Context: an optimization exercise on an open-source flow, tuned for small area, a short achievable clock period and few clock cycles per item. The choices shown serve that exercise and are no tape-out recipe. The RTL was checked by simulation tests, not by an equivalence proof against the original design.

**design/flow/run.sh**
```bash
#!/bin/bash
# synth_recipe.tcl (not shown) runs the flow's synth.tcl, then flattens the netlist and writes it again
# the make line also repeats each setting of config.mk as NAME=value (left out here)
make -C /OpenROAD-flow-scripts/flow DESIGN_CONFIG=/design/flow/config.mk WORK_HOME=/design/flow/orfs CLKGATE_MAP_FILE= SYNTH_SCRIPT=/design/flow/synth_recipe.tcl finish
```
**design/flow/config.mk**
```make
export PLATFORM = sky130hd
export DESIGN_NAME = flagged_rle_pitched_blit
export DESIGN_NICKNAME = flagged_rle_pitched_blit
export VERILOG_FILES = /design/flow/design.v
export SDC_FILE = /design/flow/constraint.sdc
export NUM_CORES = 4
export LEC_CHECK = 0
export CAP_MARGIN = 20
export CORE_MARGIN = 2
export CORE_UTILIZATION = 40
export SLEW_MARGIN = 20
```
**design/flow/constraint.sdc**
```tcl
create_clock -name core_clock -period 13.0 [get_ports {clk}]
set_input_delay 2.6000 -clock core_clock [delete_from_list [all_inputs] [get_ports {clk}]]
set_output_delay 2.6000 -clock core_clock [all_outputs]
set_load 0.01 [all_outputs]
```
**design/flow/design.v**
```verilog
`default_nettype none
package rleb_pkg;
	localparam int SEG_ADDR_W = 25;
	localparam int CFG_IDX_W  = 3;
	localparam int CFG_DATA_W = 14;
	localparam logic [CFG_IDX_W-1:0] CFG_DEST_COL     = 3'd0;
	localparam logic [CFG_IDX_W-1:0] CFG_DEST_ROW     = 3'd1;
	localparam logic [CFG_IDX_W-1:0] CFG_LINE_PITCH   = 3'd2;
	localparam logic [CFG_IDX_W-1:0] CFG_IMAGE_WIDTH  = 3'd3;
	localparam logic [CFG_IDX_W-1:0] CFG_IMAGE_HEIGHT = 3'd4;
endpackage
`default_nettype wire
`default_nettype none
module rleb_front (
	input  wire logic        clk,
	input  wire logic        arst_n,
	input  wire logic        cfg_valid,
	input  wire logic [2:0]  cfg_index,
	input  wire logic [13:0] cfg_data,
	output logic [11:0]      dcol,
	output logic [11:0]      drow,
	output logic [13:0]      pitch,
	output logic [12:0]      wc,
	output logic [12:0]      hc
);
	logic [12:0] w_in;
	logic [12:0] h_in;
	always_comb begin
		w_in = cfg_data[12:0];
		if (cfg_data[12:3] == '0) begin
			w_in = 13'd8;
		end else if (cfg_data[12] && (cfg_data[11:0] != '0)) begin
			w_in = 13'd4096;
		end
		h_in = cfg_data[12:0];
		if (cfg_data[12:0] == '0) begin
			h_in = 13'd1;
		end else if (cfg_data[12] && (cfg_data[11:0] != '0)) begin
			h_in = 13'd4096;
		end
	end
	always_ff @(posedge clk or negedge arst_n) begin
		if (!arst_n) begin
			dcol  <= 12'd0;
			drow  <= 12'd0;
			pitch <= 14'd640;
			wc    <= 13'd640;
			hc    <= 13'd480;
		end else if (cfg_valid) begin
			case (cfg_index)
				rleb_pkg::CFG_DEST_COL:     dcol  <= cfg_data[11:0];
				rleb_pkg::CFG_DEST_ROW:     drow  <= cfg_data[11:0];
				rleb_pkg::CFG_LINE_PITCH:   pitch <= cfg_data[13:0];
				rleb_pkg::CFG_IMAGE_WIDTH:  wc    <= w_in;
				rleb_pkg::CFG_IMAGE_HEIGHT: hc    <= h_in;
				default: ;
			endcase
		end
	end
endmodule
`default_nettype wire
`default_nettype none
module rleb_queue (
	input  wire logic        clk,
	input  wire logic        arst_n,
	input  wire logic        in_valid,
	output logic             in_ready,
	input  wire logic        is_run,
	input  wire logic [7:0]  pixel_color,
	input  wire logic [7:0]  run_length,
	input  wire logic        pop,
	output logic             head_valid,
	output logic             head_nz,
	output logic [7:0]       head_count,
	output logic [7:0]       head_color
);
	logic        v0_q, v1_q;
	logic        nz0_q, nz1_q;
	logic [7:0]  cnt0_q, cnt1_q;
	logic [7:0]  col0_q, col1_q;
	logic        rdy_q;
	logic [7:0]  in_cnt;
	logic        in_nz;
	logic        push;
	logic        v0_d, v1_d;
	always_comb begin
		in_cnt = is_run ? run_length : 8'd1;
		in_nz  = !is_run || (run_length != 8'd0);
		push   = in_valid && rdy_q;
		if (pop) begin
			v0_d = v1_q || push;
			v1_d = v1_q && push;
		end else begin
			v0_d = v0_q || push;
			v1_d = v1_q || (v0_q && push);
		end
	end
	always_ff @(posedge clk) begin
		if (pop || !v0_q) begin
			if (v1_q) begin
				cnt0_q <= cnt1_q;
				col0_q <= col1_q;
				nz0_q  <= nz1_q;
			end else begin
				cnt0_q <= in_cnt;
				col0_q <= pixel_color;
				nz0_q  <= in_nz;
			end
		end
		if (!v1_q || pop) begin
			cnt1_q <= in_cnt;
			col1_q <= pixel_color;
			nz1_q  <= in_nz;
		end
	end
	always_ff @(posedge clk or negedge arst_n) begin
		if (!arst_n) begin
			v0_q  <= 1'b0;
			v1_q  <= 1'b0;
			rdy_q <= 1'b1;
		end else begin
			v0_q  <= v0_d;
			v1_q  <= v1_d;
			rdy_q <= !(v0_d && v1_d);
		end
	end
	assign in_ready   = rdy_q;
	assign head_valid = v0_q;
	assign head_nz    = nz0_q;
	assign head_count = cnt0_q;
	assign head_color = col0_q;
endmodule
`default_nettype wire
`default_nettype none
module rleb_back (
	input  wire logic          clk,
	input  wire logic          arst_n,
	input  wire logic [11:0]   dcol,
	input  wire logic [11:0]   drow,
	input  wire logic [13:0]   pitch,
	input  wire logic [12:0]   wc,
	input  wire logic [12:0]   hc,
	input  wire logic          cfg_valid,
	input  wire logic [2:0]    cfg_index,
	input  wire logic          head_valid,
	input  wire logic          head_nz,
	input  wire logic [7:0]    head_count,
	input  wire logic [7:0]    head_color,
	output logic               pop,
	output logic               out_valid,
	input  wire logic          out_ready,
	output logic [24:0]        seg_address,
	output logic [7:0]         seg_length,
	output logic [7:0]         seg_color,
	output logic               image_done,
	output logic               last
);
	typedef enum logic [2:0] {
		SU_IDLE,
		SU_BASE,    
		SU_SMUL,    
		SU_SUB,     
		SU_ADDC,    
		SU_DIV,     
		SU_INC,     
		SU_LOAD     
	} su_t;
	logic [24:0] row_q;
	logic [12:0] col_q;
	logic [12:0] room_q;
	logic [12:0] rows_q;
	logic [12:0] endc_q;
	logic [7:0]  rem_q;
	logic        part_q;
	logic        ready_q;      
	logic        started_q;    
	logic [24:0] pw_q;
	logic        renorm_q;     
	logic        base_ok_q;    
	su_t         su_q;
	logic [3:0]  cnt_q;
	logic [29:0] r_q;
	logic        out_valid_q;
	logic        fire_q;
	logic [24:0] addr_q;
	logic [7:0]  len_q;
	logic [7:0]  color_q;
	logic        done_q;
	logic        last_q;
	logic wr_base, wr_dim, wr_any;
	always_comb begin
		wr_base = cfg_valid && (cfg_index <= 3'd2);
		wr_dim  = cfg_valid && ((cfg_index == 3'd3) || (cfg_index == 3'd4));
		wr_any  = wr_base || wr_dim;
	end
	logic [7:0]  n;
	logic        room_big;
	logic        lt, eq, fin, wrap, seg_done, seg_last;
	logic [7:0]  len;
	logic        rl1;
	logic        out_free;
	logic        go;
	logic        fire;
	logic        drop;
	always_comb begin
		n        = part_q ? rem_q : head_count;
		room_big = (room_q[12:8] != '0);
		lt       = room_big || (n < room_q[7:0]);
		eq       = !room_big && (n == room_q[7:0]);
		fin      = (rows_q == '0);
		rl1      = (rows_q == 13'd1);
		len      = lt ? n : room_q[7:0];
		seg_done = !lt && fin;
		seg_last = lt || eq || fin;
		wrap     = !lt && !fin;
		out_free = !out_valid_q || out_ready;
		go       = ready_q && !renorm_q && head_valid && (head_nz || part_q);
		fire     = go && out_free;
		drop     = head_valid && !head_nz && !part_q;
		pop      = drop || (fire && seg_last);
	end
	logic [30:0] sx, sy, sz;
	logic        scin;
	logic [30:0] ss, sc, st;
	logic [13:0] mcand;
	logic [1:0]  mbits;
	logic [12:0] lim;
	logic        col_ge_w;
	always_comb begin
		mcand    = (su_q == SU_BASE) ? pitch : {1'b0, wc};
		lim      = (r_q[12:0] == '0) ? r_q[25:13] : wc;
		col_ge_w = (col_q >= wc);
		sx   = {1'b0, r_q};
		sy   = '0;
		sz   = '0;
		scin = 1'b0;
		mbits = '0;
		case (su_q)
			SU_BASE, SU_SMUL: begin
				if (cnt_q == 4'd0) begin
					sx = (su_q == SU_BASE) ? {5'b0, dcol, 2'b0, drow}
					                       : {17'b0, 1'b0, hc};
				end
				mbits = sx[1:0];
				sy = mbits[0] ? {3'b0, mcand, 14'b0} : '0;
				sz = mbits[1] ? {2'b0, mcand, 15'b0} : '0;
			end
			SU_SUB: begin
				sy = ~{6'b0, pw_q};
			end
			SU_ADDC: begin
				sy = {18'b0, col_q};
			end
			SU_DIV: begin
				sx   = {r_q, 1'b0};
				sy   = ~{5'b0, wc, 13'b0};
				scin = 1'b1;
			end
			SU_INC: begin
				sy = 31'd1 << 13;
			end
			SU_LOAD: begin
				sx   = {18'b0, lim};
				sy   = ~{18'b0, col_q};
				scin = 1'b1;
			end
			default: ;
		endcase
		ss = sx ^ sy ^ sz;
		sc = {((sx[29:0] & sy[29:0]) | (sx[29:0] & sz[29:0]) | (sy[29:0] & sz[29:0])), 1'b0};
		st = ss + sc + {30'b0, scin};
	end
	always_ff @(posedge clk or negedge arst_n) begin
		if (!arst_n) begin
			su_q      <= SU_IDLE;
			cnt_q     <= '0;
			r_q       <= '0;
			base_ok_q <= 1'b1;
			renorm_q  <= 1'b0;
			ready_q   <= 1'b0;
			started_q <= 1'b0;
			part_q    <= 1'b0;
			pw_q      <= '0;
			out_valid_q <= 1'b0;
			fire_q    <= 1'b0;
		end else begin
			fire_q <= fire;
			if (fire) begin
				out_valid_q <= 1'b1;
			end else if (out_ready) begin
				out_valid_q <= 1'b0;
			end
			if (fire_q) begin
				pw_q <= done_q ? '0 : (pw_q + 25'(len_q));
			end
			case (su_q)
				SU_IDLE: begin
					cnt_q <= '0;
					if (renorm_q && head_valid && head_nz && !part_q) begin
						su_q <= SU_SMUL;
					end else if (!base_ok_q) begin
						su_q <= SU_BASE;
					end
				end
				SU_BASE: begin
					r_q   <= st[31-1:2] ;
					cnt_q <= cnt_q + 4'd1;
					if (cnt_q == 4'd5) begin
						su_q      <= SU_IDLE;
						base_ok_q <= 1'b1;
					end
				end
				SU_SMUL: begin
					r_q   <= st[31-1:2];
					cnt_q <= cnt_q + 4'd1;
					if (cnt_q == 4'd6) begin
						su_q <= SU_SUB;
					end
				end
				SU_SUB: begin
					r_q   <= st[29:0];
					cnt_q <= '0;
					if (st[30]) begin
						su_q      <= SU_IDLE;
						renorm_q  <= 1'b0;
						ready_q   <= 1'b0;
						started_q <= 1'b0;
						pw_q      <= '0;
					end else begin
						su_q <= SU_ADDC;
					end
				end
				SU_ADDC: begin
					r_q  <= st[29:0];
					su_q <= SU_DIV;
				end
				SU_DIV: begin
					r_q   <= st[30] ? {r_q[28:0], 1'b0} : {st[29:1], 1'b1};
					cnt_q <= cnt_q + 4'd1;
					if (cnt_q == 4'd12) begin
						su_q <= SU_INC;
					end
				end
				SU_INC: begin
					r_q  <= st[29:0];
					su_q <= SU_LOAD;
				end
				SU_LOAD: begin
					su_q     <= SU_IDLE;
					renorm_q <= 1'b0;
				end
				default: su_q <= SU_IDLE;
			endcase
			if (su_q == SU_SMUL) begin
				base_ok_q <= 1'b0;
			end
			if (wr_base) begin
				base_ok_q <= 1'b0;
				su_q      <= SU_BASE;
				cnt_q     <= '0;
			end
			if (wr_any && !started_q) begin
				ready_q <= 1'b0;
			end
			if (wr_dim && started_q) begin
				renorm_q <= 1'b1;
				if (su_q != SU_IDLE && su_q != SU_BASE) begin
					su_q <= SU_IDLE;
				end
			end
			if (!ready_q && !wr_any && base_ok_q && (su_q == SU_IDLE)) begin
				ready_q <= 1'b1;
			end
			if (fire) begin
				started_q <= !seg_done;
				if (seg_done) begin
					ready_q <= 1'b0;
				end
				part_q <= wrap && !eq;
			end
		end
	end
	always_ff @(posedge clk) begin
		if (!ready_q && base_ok_q && (su_q == SU_IDLE)) begin
			row_q  <= r_q[26:2];
			col_q  <= '0;
			room_q <= wc;
			rows_q <= hc - 13'd1;
			endc_q <= wc;
		end else if (su_q == SU_SUB) begin
			if (col_ge_w) begin
				col_q <= '0;
				row_q <= row_q + 25'(pitch);
			end
		end else if (su_q == SU_LOAD) begin
			rows_q <= r_q[12:0];
			endc_q <= r_q[25:13];
			room_q <= st[12:0];
		end else if (fire) begin
			rem_q <= n - room_q[7:0];
			if (lt) begin
				col_q  <= col_q + 13'(n);
				room_q <= room_q - 13'(n);
			end else begin
				col_q  <= '0;
				room_q <= rl1 ? endc_q : wc;
			end
			if (wrap) begin
				row_q  <= row_q + 25'(pitch);
				rows_q <= rows_q - 13'd1;
			end
		end
	end
	always_ff @(posedge clk) begin
		if (fire) begin
			addr_q  <= row_q + 25'(col_q);
			len_q   <= len;
			color_q <= head_color;
			done_q  <= seg_done;
			last_q  <= seg_last;
		end
	end
	assign out_valid   = out_valid_q;
	assign seg_address = addr_q;
	assign seg_length  = len_q;
	assign seg_color   = color_q;
	assign image_done  = done_q;
	assign last        = last_q;
endmodule
`default_nettype wire
`default_nettype none
module flagged_rle_pitched_blit #(
	parameter int MAX_DIM   = 4096,
	parameter int ADDR_BITS = 25
) (
	input  wire logic                                clk,
	input  wire logic                                arst_n,
	input  wire logic                                in_valid,
	output logic                                     in_ready,
	input  wire logic                                is_run,
	input  wire logic [7:0]                          pixel_color,
	input  wire logic [7:0]                          run_length,
	output logic                                     out_valid,
	input  wire logic                                out_ready,
	output logic [rleb_pkg::SEG_ADDR_W-1:0]          seg_address,
	output logic [7:0]                               seg_length,
	output logic [7:0]                               seg_color,
	output logic                                     image_done,
	output logic                                     last,
	input  wire logic                                cfg_valid,
	output logic                                     cfg_ready,
	input  wire logic [rleb_pkg::CFG_IDX_W-1:0]      cfg_index,
	input  wire logic [rleb_pkg::CFG_DATA_W-1:0]     cfg_data
);
	logic [11:0] dcol;
	logic [11:0] drow;
	logic [13:0] pitch;
	logic [12:0] wc;
	logic [12:0] hc;
	logic        pop;
	logic        head_valid;
	logic        head_nz;
	logic [7:0]  head_count;
	logic [7:0]  head_color;
	assign cfg_ready = 1'b1;
	rleb_front u_front (
		.clk       (clk),
		.arst_n    (arst_n),
		.cfg_valid (cfg_valid),
		.cfg_index (cfg_index),
		.cfg_data  (cfg_data),
		.dcol      (dcol),
		.drow      (drow),
		.pitch     (pitch),
		.wc        (wc),
		.hc        (hc)
	);
	rleb_queue u_queue (
		.clk         (clk),
		.arst_n      (arst_n),
		.in_valid    (in_valid),
		.in_ready    (in_ready),
		.is_run      (is_run),
		.pixel_color (pixel_color),
		.run_length  (run_length),
		.pop         (pop),
		.head_valid  (head_valid),
		.head_nz     (head_nz),
		.head_count  (head_count),
		.head_color  (head_color)
	);
	rleb_back u_back (
		.clk         (clk),
		.arst_n      (arst_n),
		.dcol        (dcol),
		.drow        (drow),
		.pitch       (pitch),
		.wc          (wc),
		.hc          (hc),
		.cfg_valid   (cfg_valid),
		.cfg_index   (cfg_index),
		.head_valid  (head_valid),
		.head_nz     (head_nz),
		.head_count  (head_count),
		.head_color  (head_color),
		.pop         (pop),
		.out_valid   (out_valid),
		.out_ready   (out_ready),
		.seg_address (seg_address),
		.seg_length  (seg_length),
		.seg_color   (seg_color),
		.image_done  (image_done),
		.last        (last)
	);
endmodule
`default_nettype wire
```
==> impl_metrics.ini <==
[setup_path]
cp-start-kind = register
endpoint_kind = register
ff2ff_path_depth = 25
arrival_ps = 8370
required_ps = 13420
cp-endpoint = u_back.pw_q[19]$_DFF_PN0_
r2r-start = u_back.su_q[0]$_DFF_PN0_
cp_max_fo = 89
regToRegSetupSlack_ps = 5050
startpoint = u_back.su_q[0]$_DFF_PN0_
r2r-end = u_back.pw_q[19]$_DFF_PN0_
crit_type = register to register

[timing]
hold_viol = 0
period_needed_ps = 7950
fin_skew_ps = 14.3
setup_viol = 0
slew_violations = 0
rsz0062_at_grt = no
fin_ws_ps = 5050
fmax_mhz = 126
max_slew_margin_pct = 27.9
setup_tns_ps = 0
period_share_pct = 61.1
worstMarginPinSlew_ps = 1080

[cells_and_area]
design_area_um2 = 24000
layout.nets = 2550
area_growth_pct = 12.7
final_common_cell = nand2_1
final_cell_mix = nand2_1 (252), nor2_1 (206), o21ai_0 (181)
drive_gt1_share_pct = 8.78
fin_util_pct = 45.6

[global_route]
grt_max_degree = 90
grt_pass1_vias = 17700
antenna_found_initial = 2
grt.overflow.total = 0
grt_usage_pct = 27.3
grt_pass1_wl_um = 115000

[floorplan]
start_util_pct = 40.5
design.die.area_um2 = 55200
ioPinCount = 85
core_area_um2 = 52700
dieHeight_um = 235
die-width_um = 235
rows = 84

[yosys]
synth.avg_cell_area_um2 = 9.10
ys_async_sr_fraction_pct = 45.6
synth_cells = 2342
synth_seq_area_share_pct = 38.2
synth-edff-count = 149
synth_seq_cells = 298
yosys_warnings = 3
netlist_area_um2 = 21300
synth.distinct_cells = 98
synth-main-ff-cell = edfxtp_1
syn_nets = 2527

[status]
status = complete, no violations

[detailed_routing]
vias_per_cell = 6.03
drc = 0
drt-total-wl_um = 76800
vias = 18600
drt-pass1-iter-count = 6
ant_nets = 0
drtIter0Drc = 1816
avgRoutedWirePerCell_um = 24.9

[placement]
gp_congestion = 0.988
place_ws_ps = 5350
post_dp_cell_area_um2 = 22800
dp.final_hpwl_um = 56400
io_buffers = 83

[clock_tree]
cts_hold_repair.buffers = 0
cts_resized = 0
post-cts-setup-buffers = 0
numClockSinks = 298
clockBufferDepth = 3
cts_tree = done
cts_made_buffers = 37
h-tree-depth = 2
clock_latency_ps = 570
path_clk_slew_ps = 60
ctsRootBufferMaster = clkbuf_16

[min_path]
hold_path.class = register to register

[flow_run]
cap_violations = 0
state kept, by name, summed over array words and instances, names as in the netlist, 3 cells and up:
| register | count |
|---|---|
| u_front.hc | 13 |
| u_back.r_q | 30 |
| u_front.wc | 13 |
| u_queue.cnt0_q | 8 |
| u_back.len_q | 8 |
| u_back.cnt_q | 4 |
| u_front.dcol | 12 |
| u_back.rem_q | 8 |
| u_back.addr_q | 25 |
| u_front.drow | 12 |
| u_queue.cnt1_q | 8 |
| u_back.rows_q | 13 |
| u_back.pw_q | 25 |
| u_back.room_q | 13 |
| u_back.endc_q | 13 |
| u_queue.col1_q | 8 |
| u_back.su_q | 3 |
| u_queue.col0_q | 8 |
| u_back.row_q | 25 |
| u_back.color_q | 8 |
| u_back.col_q | 13 |
| u_front.pitch | 14 |
cells by family after synthesis:
group	count (synthesis)	synth area share, %
and+or+nand+nor	719	15.5
muxes	123	6.16
DFF	298	38.2
buffers and inverters	257	4.82
AOI/OAI and AO/OA	678	20.9
other	1	0.0176
adders and majority gates	147	9.35
xor gates and xnor gates	119	5.01
cells in the mapped netlist (21+ instances only):
master | count | area [um2]
nand2_1 | 252 | 946
nor2_1 | 208 | 781
o21ai_0 | 182 | 911
a21oi_1 | 157 | 786
edfxtp_1 | 149 | 4470
dfrtp_1 | 126 | 3150
ha_1 | 125 | 1560
inv_1 | 122 | 458
clkbuf_1 | 100 | 375
xnor2_1 | 82 | 718
mux2i_1 | 61 | 611
mux2_2 | 60 | 676
nor3_1 | 49 | 245
nand3_1 | 43 | 215
a21o_1 | 36 | 270
xor2_1 | 35 | 307
nor2b_1 | 31 | 194
o21ai_1 | 26 | 130
a211oi_1 | 25 | 188
nand2b_1 | 25 | 156
o22ai_1 | 25 | 156
o211ai_1 | 24 | 180
a22o_1 | 22 | 193
fa_1 | 21 | 420
stage by stage:
step | instances | hold slack, ps
after detailed placement | 3013 | 405
after global routing | 3081 | 424
after global placement | 3013 | 402
final | 3082 | 419
after CTS | 3080 | 419
after floorplan | 2342 | 400
critical path: stages (launching register included):
cell and delay, ps:
dfrtp_2 380, buf_4 400, inv_1 930, nand2_1 350, nor2_1 490, o21ai_0 160, nand2_1 100, o221ai_1 130
buf_4 220, o22ai_1 170, a21oi_1 70, a21oi_1 380, ha_1 210, ha_1 200, inv_1 70, fa_1 400
nand2b_1 200, a21oi_2 220, o211ai_2 190, a2111oi_4 510, nor3_2 100, o21a_4 260, xnor2_4 680, nand2_1 290
nand2_1 550, nor2_1 120
per-layer routing:
layer	track usage [%]	vias to the layer above	share of wire [%]
li1	-	8561	-
met1	38.5	9100	44
met2	40.8	773	43
met3	3.98	160	7.1
met4	13.2	2	5.0
met5	0	-	0.021
area by class of cell:
cell class,count,area [um2]
clock inverter,12,121
multi-input combinational,1787,12200
sequential,298,8150
clock buffer,55,1130
timing repair buffer,117,1090
antenna,1,2.50
fill,5030,28600
inverter,124,465
tap,688,861
worst min path at each step:
| stage | start | end | cells past startpoint |
|---|---|---|---|
| floorplan | u_queue.col0_q[0]$_DFFE_PP_ | u_back.color_q[0]$_DFFE_PP_ | 0 |
| global placement | u_queue.col0_q[1]$_DFFE_PP_ | u_back.color_q[1]$_DFFE_PP_ | 0 |
| detailed placement | u_queue.col0_q[1]$_DFFE_PP_ | u_back.color_q[1]$_DFFE_PP_ | 0 |
| CTS | u_queue.col0_q[1]$_DFFE_PP_ | u_back.color_q[1]$_DFFE_PP_ | 0 |
| global route | u_queue.col0_q[1]$_DFFE_PP_ | u_back.color_q[1]$_DFFE_PP_ | 0 |
| finish | u_queue.col0_q[1]$_DFFE_PP_ | u_back.color_q[1]$_DFFE_PP_ | 0 |
Testbench counts, summed over its fixed seeds: cycles 8,143, items 5,611.

==> static timing again, ports no longer ideal <==
In the flow no input, the clock included, has a driving cell. The finished layout below was timed again as built, in two steps. Step 1 sets driving cells, clkbuf_16 on the clock port and buf_2 on the other inputs (assumed; they add their load-dependent delay and slew). Step 2 also shifts input and output timing later by t, the mid clock arrival at the registers, as if the neighbouring blocks saw the same clock. Slacks: ideal ports / drivers / drivers and shift; pairs: ideal ports / drivers.
t (ns): 0.619
setup WS [ns]: 5.053 / 5.053 / 5.053
worst setup path after step 2: register to register
cell pins on the clock port's net: 1
After both steps this run still meets setup and hold. For this run, drivers alone change the setup slack by 0.000 ns; drivers and shift together by 0.000 ns.
